This is an optimization exercise on Yosys and OpenROAD, whose aim is small area, not a production implementation.
Only simulation tests tie the RTL to the original design; equivalence was not proved.
Power and IR drop assume default switching activity.

==> flow/design.v <==
module matmul_scheduler #(
  parameter int PE_COUNT    = 4,
  parameter int RAM_SIZE    = 128,
  parameter int QUEUE_DEPTH = 2,
  parameter int TIMEOUT     = 65535
) (
  input  logic                     clk,
  input  logic                     rst,
  input  logic                     job_valid,
  output logic                     job_ready,
  input  logic [31:0]              job_M,
  input  logic [31:0]              job_N,
  input  logic [31:0]              job_P,
  input  logic [31:0]              job_left_offset,
  input  logic [31:0]              job_right_offset,
  input  logic [31:0]              job_result_offset,
  output logic [31:0]              M,
  output logic [31:0]              N,
  output logic [31:0]              P,
  output logic [31:0]              left_offset,
  output logic [31:0]              right_offset,
  output logic [31:0]              result_offset,
  output logic [PE_COUNT-1:0][1:0] start_signal,
  input  logic [PE_COUNT-1:0]      pe_done,
  output logic                     busy,
  output logic                     job_done,
  output logic                     job_error,
  output logic [31:0]              cycle_count
);
  localparam logic [2:0] S_IDLE  = 3'd0;
  localparam logic [2:0] S_CHECK = 3'd1;
  localparam logic [2:0] S_START = 3'd2;
  localparam logic [2:0] S_RUN   = 3'd3;
  localparam logic [2:0] S_ABORT = 3'd4;
  localparam logic [2:0] S_DONE  = 3'd5;
  logic [2:0] state_q, state_d;
  logic       st_idle, st_check, st_start, st_run, st_abort, st_done;
  assign st_idle  = (state_q == S_IDLE);
  assign st_check = (state_q == S_CHECK);
  assign st_start = (state_q == S_START);
  assign st_run   = (state_q == S_RUN);
  assign st_abort = (state_q == S_ABORT);
  assign st_done  = (state_q == S_DONE);
  function automatic logic big(input logic [31:0] x);    
    big = (|x[31:8]) | (x[7] & (|x[6:0]));
  endfunction
  logic in_flag, in_over;
  over_chk u_in (.a(job_M[7:0]), .b(job_N[7:0]), .off(job_left_offset[7:0]),
                 .fail(in_over));
  assign in_flag = (job_M == '0) | (job_N == '0) | (job_P == '0) |
                   big(job_M) | big(job_N) | big(job_P) |
                   big(job_left_offset) | big(job_right_offset) |
                   big(job_result_offset) | in_over;
  logic [192:0] slot0_q, slot1_q;
  logic         v0_q, v1_q, rd_q;
  logic         full, empty, push, pop, wsel;
  logic [192:0] job_in, head;
  logic [191:0] cfg_q, cfg_d;
  assign job_in = {in_flag, job_M, job_N, job_P,
                   job_left_offset, job_right_offset, job_result_offset};
  assign full      = v0_q & v1_q;
  assign empty     = ~v0_q & ~v1_q;
  assign job_ready = ~full;
  assign push      = job_valid & ~full;
  assign pop       = st_idle & ~empty;
  assign wsel      = empty ? rd_q : ~rd_q;
  assign head      = rd_q ? slot1_q : slot0_q;
  always_ff @(posedge clk) begin
    if (push & ~wsel) slot0_q <= job_in;
    if (push &  wsel) slot1_q <= job_in;
  end
  always_ff @(posedge clk) begin
    if (pop) rd_q <= ~rd_q;
  end
  always_ff @(posedge clk or posedge rst) begin
    if (rst) begin
      v0_q <= 1'b0;
      v1_q <= 1'b0;
    end else begin
      v0_q <= (v0_q & ~(pop & ~rd_q)) | (push & ~wsel);
      v1_q <= (v1_q & ~(pop &  rd_q)) | (push &  wsel);
    end
  end
  assign cfg_d = pop ? head[191:0] : cfg_q;
  always_ff @(posedge clk or posedge rst) begin
    if (rst) cfg_q <= '0;
    else     cfg_q <= cfg_d;
  end
  logic [7:0] ck_a, ck_b, ck_off;
  logic       ck_over, err_q, reject;
  assign ck_a   = st_idle ? cfg_d[135:128] : cfg_d[167:160];
  assign ck_b   = cfg_d[103:96];
  assign ck_off = st_idle ? cfg_d[39:32]   : cfg_d[7:0];
  over_chk u_cfg (.a(ck_a), .b(ck_b), .off(ck_off), .fail(ck_over));
  assign reject = err_q | ck_over;
  logic [3:0]  mask_q, mask_next;
  logic [15:0] run_q, run_inc, cc_q;
  logic        all_done, tmo;
  assign mask_next = st_start ? pe_done : (mask_q | pe_done);
  assign all_done  = &mask_next;
  assign tmo       = (run_q == 16'hFFFE);
  assign run_inc   = run_q + 16'd1;
  always_comb begin
    state_d = state_q;
    case (state_q)
      S_IDLE:  if (~empty) state_d = S_CHECK;
      S_CHECK: state_d = reject ? S_DONE : S_START;
      S_START: state_d = S_RUN;
      S_RUN:   if (all_done) state_d = S_DONE;
               else if (tmo) state_d = S_ABORT;
      S_ABORT: state_d = S_DONE;
      default: state_d = S_IDLE;
    endcase
  end
  always_ff @(posedge clk or posedge rst) begin
    if (rst) state_q <= S_IDLE;
    else     state_q <= state_d;
  end
  always_ff @(posedge clk) begin
    mask_q <= mask_next;
    run_q  <= {16{st_abort}} | ({16{st_run}} & run_inc);
    if (pop)           err_q <= head[192] | ck_over;
    else if (st_check) err_q <= reject;
    else if (st_abort) err_q <= 1'b1;
  end
  always_ff @(posedge clk or posedge rst) begin
    if (rst)          cc_q <= '0;
    else if (st_done) cc_q <= run_q;
  end
  always_comb begin
    for (int i = 0; i < PE_COUNT; i++) begin
      start_signal[i][0] = st_start | st_abort;
      start_signal[i][1] = (st_run & ~mask_q[i]) | st_abort;
    end
  end
  assign {M, N, P, left_offset, right_offset, result_offset} = cfg_q;
  assign busy        = ~st_idle;
  assign job_done    = st_done;
  assign job_error   = st_done & err_q;
  assign cycle_count = {16'd0, cc_q};
endmodule
module over_chk (input logic [7:0] a, input logic [7:0] b,
  input logic [7:0] off, output logic fail);
  logic t1, t2, t3, t4, t5, t6, t7, t8, t9, t10, t11, t12, t13, t14, t15, t16, t17, t18, t19, t20, t21, t22, t23, t24, t25, t26, t27, t28, t29, t30, t31, t32, t33, t34, t35, t36, t37, t38, t39, t40, t41, t42, t43, t44, t45, t46, t47, t48, t49, t50, t51, t52, t53, t54, t55, t56, t57, t58, t59, t60, t61, t62, t63, t64, t65, t66, t67, t68, t69, t70, t71;
  assign t1 = (a[0] & b[0]) ^ off[0] ^ 1'b1;
  assign t2 = ((a[0] & b[0]) & off[0]) | ((a[0] & b[0]) & 1'b1) | (off[0] & 1'b1);
  assign t3 = (a[0] & b[1]) ^ (a[1] & b[0]) ^ off[1];
  assign t4 = ((a[0] & b[1]) & (a[1] & b[0])) | ((a[0] & b[1]) & off[1]) | ((a[1] & b[0]) & off[1]);
  assign t5 = (a[0] & b[2]) ^ (a[1] & b[1]) ^ (a[2] & b[0]);
  assign t6 = ((a[0] & b[2]) & (a[1] & b[1])) | ((a[0] & b[2]) & (a[2] & b[0])) | ((a[1] & b[1]) & (a[2] & b[0]));
  assign t7 = (a[0] & b[3]) ^ (a[1] & b[2]) ^ (a[2] & b[1]);
  assign t8 = ((a[0] & b[3]) & (a[1] & b[2])) | ((a[0] & b[3]) & (a[2] & b[1])) | ((a[1] & b[2]) & (a[2] & b[1]));
  assign t9 = (a[3] & b[0]) ^ off[3] ^ 1'b1;
  assign t10 = ((a[3] & b[0]) & off[3]) | ((a[3] & b[0]) & 1'b1) | (off[3] & 1'b1);
  assign t11 = (a[0] & b[4]) ^ (a[1] & b[3]) ^ (a[2] & b[2]);
  assign t12 = ((a[0] & b[4]) & (a[1] & b[3])) | ((a[0] & b[4]) & (a[2] & b[2])) | ((a[1] & b[3]) & (a[2] & b[2]));
  assign t13 = (a[3] & b[1]) ^ (a[4] & b[0]) ^ off[4];
  assign t14 = ((a[3] & b[1]) & (a[4] & b[0])) | ((a[3] & b[1]) & off[4]) | ((a[4] & b[0]) & off[4]);
  assign t15 = (a[0] & b[5]) ^ (a[1] & b[4]) ^ (a[2] & b[3]);
  assign t16 = ((a[0] & b[5]) & (a[1] & b[4])) | ((a[0] & b[5]) & (a[2] & b[3])) | ((a[1] & b[4]) & (a[2] & b[3]));
  assign t17 = (a[3] & b[2]) ^ (a[4] & b[1]) ^ (a[5] & b[0]);
  assign t18 = ((a[3] & b[2]) & (a[4] & b[1])) | ((a[3] & b[2]) & (a[5] & b[0])) | ((a[4] & b[1]) & (a[5] & b[0]));
  assign t19 = (a[0] & b[6]) ^ (a[1] & b[5]) ^ (a[2] & b[4]);
  assign t20 = ((a[0] & b[6]) & (a[1] & b[5])) | ((a[0] & b[6]) & (a[2] & b[4])) | ((a[1] & b[5]) & (a[2] & b[4]));
  assign t21 = (a[3] & b[3]) ^ (a[4] & b[2]) ^ (a[5] & b[1]);
  assign t22 = ((a[3] & b[3]) & (a[4] & b[2])) | ((a[3] & b[3]) & (a[5] & b[1])) | ((a[4] & b[2]) & (a[5] & b[1]));
  assign t23 = (a[6] & b[0]) ^ off[6] ^ 1'b1;
  assign t24 = ((a[6] & b[0]) & off[6]) | ((a[6] & b[0]) & 1'b1) | (off[6] & 1'b1);
  assign t25 = (a[0] & b[7]) ^ (a[1] & b[6]) ^ (a[2] & b[5]);
  assign t26 = ((a[0] & b[7]) & (a[1] & b[6])) | ((a[0] & b[7]) & (a[2] & b[5])) | ((a[1] & b[6]) & (a[2] & b[5]));
  assign t27 = (a[3] & b[4]) ^ (a[4] & b[3]) ^ (a[5] & b[2]);
  assign t28 = ((a[3] & b[4]) & (a[4] & b[3])) | ((a[3] & b[4]) & (a[5] & b[2])) | ((a[4] & b[3]) & (a[5] & b[2]));
  assign t29 = (a[6] & b[1]) ^ (a[7] & b[0]) ^ off[7];
  assign t30 = ((a[6] & b[1]) & (a[7] & b[0])) | ((a[6] & b[1]) & off[7]) | ((a[7] & b[0]) & off[7]);
  assign t31 = t2 ^ t3 ^ 1'b1;
  assign t32 = (t2 & t3) | (t2 & 1'b1) | (t3 & 1'b1);
  assign t33 = t4 ^ t5 ^ off[2];
  assign t34 = (t4 & t5) | (t4 & off[2]) | (t5 & off[2]);
  assign t35 = t6 ^ t7 ^ t9;
  assign t36 = (t6 & t7) | (t6 & t9) | (t7 & t9);
  assign t37 = t8 ^ t10 ^ t11;
  assign t38 = (t8 & t10) | (t8 & t11) | (t10 & t11);
  assign t39 = t12 ^ t14 ^ t15;
  assign t40 = (t12 & t14) | (t12 & t15) | (t14 & t15);
  assign t41 = t17 ^ off[5] ^ 1'b1;
  assign t42 = (t17 & off[5]) | (t17 & 1'b1) | (off[5] & 1'b1);
  assign t43 = t16 ^ t18 ^ t19;
  assign t44 = (t16 & t18) | (t16 & t19) | (t18 & t19);
  assign t45 = t20 ^ t22 ^ t24;
  assign t46 = (t20 & t22) | (t20 & t24) | (t22 & t24);
  assign t47 = t25 ^ t27 ^ t29;
  assign t48 = (t25 & t27) | (t25 & t29) | (t27 & t29);
  assign t49 = t32 ^ t33 ^ 1'b1;
  assign t50 = (t32 & t33) | (t32 & 1'b1) | (t33 & 1'b1);
  assign t51 = t36 ^ t37 ^ t13;
  assign t52 = (t36 & t37) | (t36 & t13) | (t37 & t13);
  assign t53 = t38 ^ t39 ^ t41;
  assign t54 = (t38 & t39) | (t38 & t41) | (t39 & t41);
  assign t55 = t40 ^ t42 ^ t43;
  assign t56 = (t40 & t42) | (t40 & t43) | (t42 & t43);
  assign t57 = t44 ^ t45 ^ t47;
  assign t58 = (t44 & t45) | (t44 & t47) | (t45 & t47);
  assign t59 = t50 ^ t34 ^ t35;
  assign t60 = (t50 & t34) | (t50 & t35) | (t34 & t35);
  assign t61 = t54 ^ t55 ^ t21;
  assign t62 = (t54 & t55) | (t54 & t21) | (t55 & t21);
  assign t63 = t60 ^ t51 ^ 1'b1;
  assign t64 = (t60 & t51) | (t60 & 1'b1) | (t51 & 1'b1);
  assign t65 = t62 ^ t56 ^ t57;
  assign t66 = (t62 & t56) | (t62 & t57) | (t56 & t57);
  assign t67 = t64 ^ t52 ^ t53;
  assign t68 = (t64 & t52) | (t64 & t53) | (t52 & t53);
  assign t69 = t68 ^ t61 ^ t23;
  assign t70 = (t68 & t61) | (t68 & t23) | (t61 & t23);
  assign t71 = t70 & t65;
  assign fail = (a[1] & b[7]) | (a[2] & b[6]) | (a[2] & b[7]) | (a[3] & b[5]) | (a[3] & b[6]) | (a[3] & b[7]) | (a[4] & b[4]) | (a[4] & b[5]) | (a[4] & b[6]) | (a[4] & b[7]) | (a[5] & b[3]) | (a[5] & b[4]) | (a[5] & b[5]) | (a[5] & b[6]) | (a[5] & b[7]) | (a[6] & b[2]) | (a[6] & b[3]) | (a[6] & b[4]) | (a[6] & b[5]) | (a[6] & b[6]) | (a[6] & b[7]) | (a[7] & b[1]) | (a[7] & b[2]) | (a[7] & b[3]) | (a[7] & b[4]) | (a[7] & b[5]) | (a[7] & b[6]) | (a[7] & b[7]) | t26 | t28 | t30 | t46 | t48 | t58 | t66 | t71;
endmodule
==> flow/run.sh <==
#!/bin/bash
# synth_recipe.tcl (not shown) runs the flow's synth.tcl, then flattens the netlist and writes it again
# the make line also repeats each setting of config.mk as NAME=value (left out here)
make -C /OpenROAD-flow-scripts/flow DESIGN_CONFIG=/design/flow/config.mk WORK_HOME=/design/flow/orfs CLKGATE_MAP_FILE= SYNTH_SCRIPT=/design/flow/synth_recipe.tcl finish
==> flow/config.mk <==
export PLATFORM = sky130hd
export DESIGN_NAME = matmul_scheduler
export DESIGN_NICKNAME = matmul_scheduler
export VERILOG_FILES = /design/flow/design.v
export SDC_FILE = /design/flow/constraint.sdc
export NUM_CORES = 4
export LEC_CHECK = 0
export CAP_MARGIN = 20
export CORE_MARGIN = 2
export CORE_UTILIZATION = 40
export SLEW_MARGIN = 20
==> flow/constraint.sdc <==
create_clock -name core_clock -period 12.0 [get_ports {clk}]
set_input_delay 2.4000 -clock core_clock [delete_from_list [all_inputs] [get_ports {clk}]]
set_output_delay 2.4000 -clock core_clock [all_outputs]
set_load 0.01 [all_outputs]
==> results of run 1 <==
-- layout make-up --
cell class	instances	area, um^2	area share (%)
tap	837	1050	3.24
antenna	5	12.5	0.0387
timing repair buffer	429	4320	13.4
inverter	59	229	0.709
sequential	621	17400	53.8
multi-input combinational	1010	6990	21.7
clock inverter	24	270	0.837
clock buffer	104	2040	6.33
-- cells in the mapped netlist, types with 20 or more instances --
| master | instances | area share (%) |
|---|---|---|
| sky130_fd_sc_hd__edfxtp_1 | 388 | 47 |
| sky130_fd_sc_hd__nand2_1 | 266 | 4.0 |
| sky130_fd_sc_hd__dfrtp_1 | 213 | 21 |
| sky130_fd_sc_hd__mux2i_1 | 198 | 7.9 |
| sky130_fd_sc_hd__o21ai_1 | 126 | 2.5 |
| sky130_fd_sc_hd__o21ai_0 | 100 | 2.0 |
| sky130_fd_sc_hd__inv_1 | 57 | 0.86 |
| sky130_fd_sc_hd__fa_1 | 50 | 4.0 |
| sky130_fd_sc_hd__clkbuf_1 | 48 | 0.72 |
| sky130_fd_sc_hd__nor4_1 | 43 | 1.1 |
| sky130_fd_sc_hd__buf_2 | 28 | 0.56 |
| sky130_fd_sc_hd__nor2_1 | 24 | 0.36 |
| sky130_fd_sc_hd__dfxtp_1 | 20 | 1.6 |
-- registers in the layout (all words and copies together), names as in the netlist --
register / count
run_q: 16
state_q: 3
err_q: 1
v1_q: 1
v0_q: 1
cc_q: 16
mask_q: 4
rd_q: 1
cfg_q: 192
slot1_q: 193
slot0_q: 193
-- per-stage QoR --
stage	util, %	cell area, um^2
6_report	52.3	32300
4_1_cts	52.3	32300
3_5_place_dp	48.6	30000
5_1_grt	52.3	32300
3_3_place_gp	48.6	30000
2_1_floorplan	-	25100
-- metal layers --
layer	routed length (um)	track usage, %
met3	4790	6.31
met2	32300	33.1
met4	1620	6.62
met1	27200	26.3
met5	144	0
-- worst max-delay path, cell delays in order, from the launching register on --
cell                       delay (ns)
sky130_fd_sc_hd__dfrtp_1         0.51
sky130_fd_sc_hd__or2_1           0.60
sky130_fd_sc_hd__nand2_8         0.70
sky130_fd_sc_hd__buf_12          0.63
sky130_fd_sc_hd__inv_1           0.38
sky130_fd_sc_hd__a21oi_1         0.34
sky130_fd_sc_hd__nand2_1         0.12
sky130_fd_sc_hd__fa_1            0.47
sky130_fd_sc_hd__fa_1            0.55
sky130_fd_sc_hd__inv_1           0.05
sky130_fd_sc_hd__fa_1            0.52
sky130_fd_sc_hd__inv_1           0.05
sky130_fd_sc_hd__fa_1            0.47
sky130_fd_sc_hd__maj3_1          0.37
sky130_fd_sc_hd__a311oi_1        0.26
sky130_fd_sc_hd__nand2_1         0.14
sky130_fd_sc_hd__a31oi_1         0.25
sky130_fd_sc_hd__nand3b_1        0.14
-- power groups by stage --
stage / registers, uW / logic, uW / clock network, uW
floorplan: 3680 / 1850 / 0
finish: 3390 / 3420 / 2140
global placement: 3410 / 3420 / 0
CTS: 3390 / 3480 / 2190
detailed placement: 3430 / 3460 / 0
global route: 3470 / 3810 / 2280
-- path summary, 6_finish.rpt --
path / startpoint / endpoint / slack (ns) / depth (start not counted)
worst min register to register: mask_q[3] / mask_q[3] / 0.47 / 1
min in group asynchronous: rst / cfg_q[10] / 2.36 / 2
max in group asynchronous: rst / cfg_q[30] / 8.13 / 3
worst max register to register: v1_q / state_q[2] / 4.97 / 17
worst min-delay path: mask_q[3] / mask_q[3] / 0.47 / 1
worst max-delay path: v1_q / state_q[2] / 4.97 / 17
-- kinds of logic (layout without fill, tap and decap cells) --
kind of cell | after synthesis | count (layout) | share of synthesized area, %
XOR/XNOR | 15 | 15 | 0.526
flip-flops | 621 | 621 | 69.5
other | 1 | 21 | 0.0150
multiplexers | 216 | 216 | 8.74
buffers and inverters | 161 | 616 | 2.87
AO/OA/AOI/OAI | 283 | 283 | 6.16
AND/OR/NAND/NOR | 419 | 419 | 7.63
adder cells (fa/ha/maj) | 61 | 61 | 4.52
==> flow_summary.json, run 1 <==
{
  "drtIter0Drc": 998,
  "antenna_left": 0,
  "numCtsBuffers": 69,
  "sw_frac_of_total_pct": 34.8,
  "dpl.hpwl_mm": 44.9,
  "ioPinCount": 435,
  "timing.hold.ws_ns": 0.474,
  "irDropWorstVdd_mv": 0.245,
  "p_leak_uw": 0.0124,
  "hold_viol_final": 0,
  "mostFrequentLayoutCells": "sky130_fd_sc_hd__clkdlybuf4s50_1 (418), sky130_fd_sc_hd__edfxtp_1 (388), sky130_fd_sc_hd__nand2_1 (266)",
  "power.combinational.fraction_pct": 38.2,
  "post_detailed_route_wirelength_per_cell_um": 21.4,
  "setup_tns_ns": 0,
  "root_buffer": "sky130_fd_sc_hd__clkbuf_16",
  "fill_cells": 5341,
  "slew_headroom_pct": 20.7,
  "tritoncts": "done",
  "crit_path_start_kind": "flip-flop",
  "cts.hold.buffers_added": 0,
  "finalWorstSetupSlack_ns": 4.97,
  "final_slew_violations": 0,
  "power.sequential.fraction_pct": 37.9,
  "cts_max_level": 3,
  "post-route-drc-count": 0,
  "post_route_cells_drive_above_1_share_pct": 6.19,
  "yosys_register_bits": 621,
  "die-area_um2": 64500,
  "timing.final.crit_share_pct": 58.6,
  "clk_path_buf_depth": 3,
  "die_y_um": 254,
  "coreArea_um2": 61700,
  "internal_power_uw": 5830,
  "numClockSinks": 621,
  "syn-mean-instance-area_um2": 14.1,
  "syn2layout_area_growth_pct": 29.2,
  "grt_first_pass_wirelength_mm": 98.2,
  "grt_start_max_net_pins": 232,
  "fp.dieW_um": 254,
  "unrepaired_setup_endpoints_after_global_routing": "false",
  "antenna_found_initial": 13,
  "routed-via-count": 15600,
  "drt_first_pass_iters": 5,
  "hold_class": "flip-flop to flip-flop",
  "synthArstFlopShare_pct": 34.3,
  "synthFlopType": "sky130_fd_sc_hd__edfxtp_1",
  "critical_path_arrival_ns": 7.54,
  "grt_pass1_vias": 15700,
  "count_of_flip_flops_with_a_built_in_enable_after_synthesis": 388,
  "achievable-frequency_ghz": 0.142,
  "instances_no_fill": 3089,
  "timing.critical_path.required_ns": 12.51,
  "yosys_warnings": 1,
  "layout_commonest_cell": "sky130_fd_sc_hd__clkdlybuf4s50_1",
  "dp_worst_setup_slack_ns": 5.08,
  "placed_cells": 2956,
  "power_density_nw_per_um2": 277,
  "port_buffers": 418,
  "postCtsResizedCells": 0,
  "synthesis.instances": 1777,
  "min_period_ns": 7.03,
  "outcome": "no timing/DRC/antenna violations",
  "yosys.cell_types.count": 61,
  "cts_setup_buffers": 0,
  "grt_util_all_layers_pct": 20.5,
  "endpoint_kind": "flip-flop",
  "crit_type": "flip-flop to flip-flop",
  "crit_fanout": 231,
  "worst_slew_pin_slew_ns": 1.18,
  "nets": 2447,
  "setup-violations-final": 0,
  "gp_routability_congestion": 0.908,
  "max_cap_viol_count": 0,
  "vias_per_cell": 5.04,
  "drt-total-wl_mm": 66.1,
  "clock_power_share_pct": 23.9,
  "num_rows": 91,
  "netsw_uw": 3120,
  "overflow": 0,
  "synth.yosys.seq_area_share_pct": 69.5,
  "timing.clock.skew_ns": 0.0158,
  "floorplan.initialDensity_pct": 40.5,
  "clkLatencyLatePin_ns": 0.60,
  "synth.cell_area_um2": 25000,
  "clk_pin_slew_ns": 0.06,
  "power_uw": 8950
}
==> run 2, diff against run 1 <==
==> flow/flow/run.sh (new file) <==
#!/bin/bash
# Own layout flow: the standard ORFS flow (standard.sh) with two changes.
#  1. Synthesis: the same Yosys script as standard.sh's (synth_recipe.tcl and
#     ORFS synth.tcl), but ABC maps the logic with an area-oriented script
#     (abc_area_map.script beside this file). Registers are mapped before ABC
#     runs, so they keep the standard synthesis's names and cells; this is
#     checked below and the standard netlist is used if they differ.
#  2. Port buffers: buffer_ports uses sky130_fd_sc_hd__buf_1 for every input
#     and output port instead of the default cell.
# Every tool's output goes to a log file of its own in the work folder.
set -euo pipefail
W=$PWD
F=$W/flow
RES=$W/orfs/results/$FLOW_PLATFORM/matmul_scheduler/base
export BUFFER_PORTS_ARGS="-inputs -outputs -buffer_cell sky130_fd_sc_hd__buf_1"

bash standard.sh synth > $W/log_synth_standard.log 2>&1

# own synthesis, in a separate ORFS work folder
python3 - "$FLOW_HOME/scripts/synth.tcl" "$W/own_synth.tcl" "$F/abc_area_map.script" <<'PY'
import sys
src, dst, abc = sys.argv[1:4]
s = open(src).read()
hook = "source $::env(SCRIPTS_DIR)/synth_preamble.tcl\n"
assert hook in s
s = s.replace(hook, hook + (
    "set i [lsearch $abc_args -script]\n"
    "set abc_args [lreplace $abc_args [expr {$i+1}] [expr {$i+1}] {%s}]\n" % abc), 1)
open(dst, "w").write(s)
PY
sed "s#source \$::env(SCRIPTS_DIR)/synth.tcl#source $W/own_synth.tcl#" synth_recipe.tcl > $W/own_synth_recipe.tcl
grep -q "own_synth.tcl" $W/own_synth_recipe.tcl
make -C "$FLOW_HOME" DESIGN_CONFIG=$W/config.mk WORK_HOME=$W/orfs_own CLKGATE_MAP_FILE= \
  SYNTH_SCRIPT=$W/own_synth_recipe.tcl synth > $W/log_synth_own.log 2>&1 || true
OWN=$W/orfs_own/results/$FLOW_PLATFORM/matmul_scheduler/base/1_2_yosys.v

# use the own netlist only if its registers match the standard one's
if [[ -f $OWN ]] && python3 - "$RES/1_2_yosys.v" "$OWN" > $W/log_register_check.log 2>&1 <<'PY'
import re, sys
def regs(path):
    txt = open(path).read()
    return sorted(re.findall(r"^\s*(sky130_fd_sc_hd__(?:s?e?df|dl)\w*)\s+(\S+)\s*\(", txt, re.M))
a, b = regs(sys.argv[1]), regs(sys.argv[2])
print("standard registers:", len(a), "own registers:", len(b))
sys.exit(0 if a == b and len(a) > 0 else 1)
PY
then
  echo "using own synthesis netlist" >> $W/log_register_check.log
  cp $RES/1_2_yosys.v $W/standard_1_2_yosys.v
  cp $OWN $RES/1_2_yosys.v
  rm -f $RES/1_synth.odb $RES/1_synth.sdc
else
  echo "registers differ: keeping the standard netlist" >> $W/log_register_check.log
fi

# the rest of the standard flow, up to out/final.def
bash standard.sh > $W/log_layout.log 2>&1
==> flow/flow/abc_area_map.script (new file) <==
strash
dch -f
map -a
topo
stime -c
buffer -c
upsize -c
dnsize -c
==> flow/standard.sh (new file) <==
#!/bin/bash
# synth_recipe.tcl (not shown) runs the flow's synth.tcl, then flattens the netlist and writes it again
# the make line also repeats each setting of config.mk as NAME=value (left out here)
make -C /OpenROAD-flow-scripts/flow DESIGN_CONFIG=/design/flow/config.mk WORK_HOME=/design/flow/orfs CLKGATE_MAP_FILE= SYNTH_SCRIPT=/design/flow/synth_recipe.tcl "${@:-finish}"
removed: flow/run.sh
==> flow_summary.json, run 2 <==
{
  "power.combinational.fraction_pct": 35.7,
  "cell_chain_of_the_critical_path": "nor2_4 -> nand2_4 -> nor2_8 -> inv_6 -> nor2_4 -> buf_4 -> a221oi_1 -> inv_1 -> nand2_1 -> fa_1 -> fa_1 -> inv_1 -> fa_1 -> inv_1 -> fa_1 -> fa_1 -> nand3_1 -> a2111oi_0 -> o2111ai_1 -> a21oi_2 -> nand2_1 -> a2111oi_2 -> o21ai_1",
  "seq_area_um2": 17400,
  "internal_power_uw": 5290,
  "fill_cells": 5373,
  "grt_start_max_net_pins": 185,
  "gp_routability_congestion": 0.834,
  "placed_cells": 2958,
  "hold_class": "flip-flop to flip-flop",
  "cp.depth": 23,
  "instances_no_fill": 3091,
  "yosys_warnings": 1,
  "setup-violations-final": 0,
  "numClockSinks": 621,
  "worst_path_largest_cell_delay_ns": 0.79,
  "timing.critical_path.required_ns": 12.43,
  "timing.final.crit_share_pct": 58.5,
  "worst_slew_pin_slew_ns": 1.31,
  "floorplan.initialDensity_pct": 40.4,
  "wl_met2_mm": 31.7,
  "layout_commonest_cell": "sky130_fd_sc_hd__nand2_1",
  "hold_viol_final": 0,
  "die-area_um2": 62700,
  "root_buffer": "sky130_fd_sc_hd__clkbuf_16",
  "crit_end": "state_q[0]",
  "worstPathBufferInverterCount": 5,
  "ioPinCount": 435,
  "dpl.hpwl_mm": 43.6,
  "unrepaired_setup_endpoints_after_global_routing": "false",
  "max_cap_viol_count": 0,
  "antenna_found_initial": 15,
  "power.sequential.fraction_pct": 39.0,
  "netsw_uw": 3190,
  "wl_met1_mm": 27.6,
  "slew_headroom_pct": 12.8,
  "critical-path-slowest-cell": "sky130_fd_sc_hd__buf_4",
  "post_route_cells_drive_above_1_share_pct": 6.87,
  "cts_setup_buffers": 0,
  "coreArea_um2": 60100,
  "setup_tns_ns": 0,
  "mostFrequentLayoutCells": "sky130_fd_sc_hd__nand2_1 (471), sky130_fd_sc_hd__buf_1 (418), sky130_fd_sc_hd__edfxtp_1 (388)",
  "cts_max_level": 3,
  "post_detailed_route_wirelength_per_cell_um": 21.5,
  "clk_path_buf_depth": 3,
  "grt_pass1_vias": 16300,
  "crit_type": "flip-flop to flip-flop",
  "multi_input_comb_area_um2": 6030,
  "clk_pin_slew_ns": 0.06,
  "p_leak_uw": 0.0112,
  "maxUsedRoutingLayer": "met5",
  "reg_top3": "slot0_q (193), slot1_q (193), cfg_q (192)",
  "antenna_left": 0,
  "irDropWorstVdd_mv": 0.147,
  "syn-mean-instance-area_um2": 13.3,
  "synthesis.instances": 1825,
  "power_density_nw_per_um2": 293,
  "timing.clock.skew_ns": 0.0168,
  "drtIter0Drc": 1261,
  "crit_fanout": 73,
  "final_slew_violations": 0,
  "grt_util_all_layers_pct": 21.1,
  "die_y_um": 250,
  "post-route-drc-count": 0,
  "worst_path_dominant_cell_family": "adder cells",
  "endpoint_kind": "flip-flop",
  "vias_per_cell": 5.16,
  "clock_power_share_pct": 25.3,
  "postCtsResizedCells": 0,
  "synth.cell_area_um2": 24300,
  "syn2layout_area_growth_pct": 19.3,
  "sw_frac_of_total_pct": 37.6,
  "drt-total-wl_mm": 66.4,
  "numCtsBuffers": 67,
  "min_period_ns": 7.02,
  "setup.worst_path.start": "state_q[0]",
  "cts.hold.buffers_added": 0,
  "fp.dieW_um": 250,
  "reg2reg_setup_slack_ns": 4.98,
  "clkLatencyLatePin_ns": 0.61,
  "drt_first_pass_iters": 5,
  "achievable-frequency_ghz": 0.142,
  "crit_path_start_kind": "flip-flop",
  "routed-via-count": 16000,
  "critical_path_arrival_ns": 7.45,
  "num_rows": 90,
  "routed-wl-met3_mm": 5.44,
  "port_buffers": 418,
  "tritoncts": "done",
  "nets": 2503,
  "depth_of_the_worst_register_to_register_path": 23,
  "outcome": "no timing/DRC/antenna violations",
  "grt_first_pass_wirelength_mm": 99.9,
  "regToRegEndpoint": "state_q[0]",
  "reg2reg_from": "state_q[0]",
  "overflow": 0,
  "most_frequent_cell_on_the_critical_path": "sky130_fd_sc_hd__fa_1"
}
[run 2: how the worst min path moves through the flow]
stage                            start         end  slack (ns)  depth (start not counted)
after detailed placement   slot0_q[82]   cfg_q[82]        0.43                          2
after CTS                 slot0_q[168]  cfg_q[168]        0.42                          2
after global routing       slot0_q[28]   cfg_q[28]        0.45                          2
after global placement     slot0_q[52]   cfg_q[52]        0.42                          2
final                     slot0_q[168]  cfg_q[168]        0.43                          2
after floorplan           slot0_q[104]  cfg_q[104]        0.42                          2
[run 2: power by group through the flow]
| stage | Sequential [uW] | Clock (uW) | Combinational, uW |
|---|---|---|---|
| global route | 3370 | 2280 | 3420 |
| floorplan | 3530 | 0 | 1860 |
| finish | 3310 | 2150 | 3020 |
| detailed placement | 3330 | 0 | 3080 |
| global placement | 3310 | 0 | 2980 |
| CTS | 3300 | 2190 | 3080 |
[run 2: metal layers]
layer | up-vias | track usage (%)
met5 | - | 0
met4 | 20 | 6.78
met3 | 112 | 6.80
met2 | 528 | 33.4
met1 | 8017 | 27.6
li1 | 7284 | -
[run 2: cell type report]
type | instances | area share [%]
sequential | 621 | 60.0
timing repair buffer | 433 | 5.98
antenna | 8 | 0.0692
tap | 782 | 3.38
clock buffer | 99 | 6.80
clock inverter | 25 | 1.24
inverter | 124 | 1.65
multi-input combinational | 999 | 20.8
[run 2: worst reg2reg max path, stage by stage, from the launching register on]
cell and delay (ns):
sky130_fd_sc_hd__dfrtp_1 0.42, sky130_fd_sc_hd__nor2_4 0.15, sky130_fd_sc_hd__nand2_4 0.22, sky130_fd_sc_hd__nor2_8 0.28, sky130_fd_sc_hd__inv_6 0.25, sky130_fd_sc_hd__nor2_4 0.38
sky130_fd_sc_hd__buf_4 0.79, sky130_fd_sc_hd__a221oi_1 0.34, sky130_fd_sc_hd__inv_1 0.23, sky130_fd_sc_hd__nand2_1 0.11, sky130_fd_sc_hd__fa_1 0.56, sky130_fd_sc_hd__fa_1 0.57
sky130_fd_sc_hd__inv_1 0.06, sky130_fd_sc_hd__fa_1 0.47, sky130_fd_sc_hd__inv_1 0.09, sky130_fd_sc_hd__fa_1 0.20, sky130_fd_sc_hd__fa_1 0.18, sky130_fd_sc_hd__nand3_1 0.09
sky130_fd_sc_hd__a2111oi_0 0.43, sky130_fd_sc_hd__o2111ai_1 0.23, sky130_fd_sc_hd__a21oi_2 0.22, sky130_fd_sc_hd__nand2_1 0.14, sky130_fd_sc_hd__a2111oi_2 0.34, sky130_fd_sc_hd__o21ai_1 0.12
[run 2: metrics by stage]
step | setup WS, ns | power, uW | instance area [um^2] | util (%) | hold slack, ns
floorplan | 0.737 | 5390 | 24300 | - | 0.418
global placement | 4.74 | 6290 | 26600 | 44.2 | 0.420
detailed placement | 4.29 | 6410 | 26600 | 44.2 | 0.425
CTS | 4.23 | 8580 | 28900 | 48.1 | 0.425
global route | 4.45 | 9060 | 28900 | 48.1 | 0.447
finish | 4.98 | 8470 | 29000 | 48.1 | 0.428

what the ideal ports hide:
The results above use ideal ports. As a check the final layouts listed here were re-extracted and re-timed, cells and wires unchanged. Step 1 (the two cells are an assumption about what drives the block):
set clk [get_ports {clk}]
set_driving_cell -lib_cell sky130_fd_sc_hd__clkbuf_16 $clk
set_driving_cell -lib_cell sky130_fd_sc_hd__buf_2 [delete_from_list [all_inputs] $clk]
Step 2 adds t to the input delays and takes it off the output delays; t is the mean of the earliest and latest rising clock arrival at the registers after step 1. Input paths then give back, and output paths get back, about the clock's delay inside the block. Slacks: no drivers / after step 1 / after step 2; pairs: no drivers / after step 1.
| run | shift t [ns] | setup WS [ns] | hold WS [ns] | worst register clock-pin slew, ns | worst data-port slew with drivers (ns) |
|---|---|---|---|---|---|
| run 1 | 0.652 | 4.966 / 4.966 / 4.966 | 0.474 / 0.474 / 0.474 | 0.06 / 0.06 | 0.12 |
| run 2 | 0.658 | 4.979 / 4.979 / 4.979 | 0.428 / 0.428 / 0.428 | 0.06 / 0.06 | 0.12 |
After both steps every run listed still meets setup and hold.
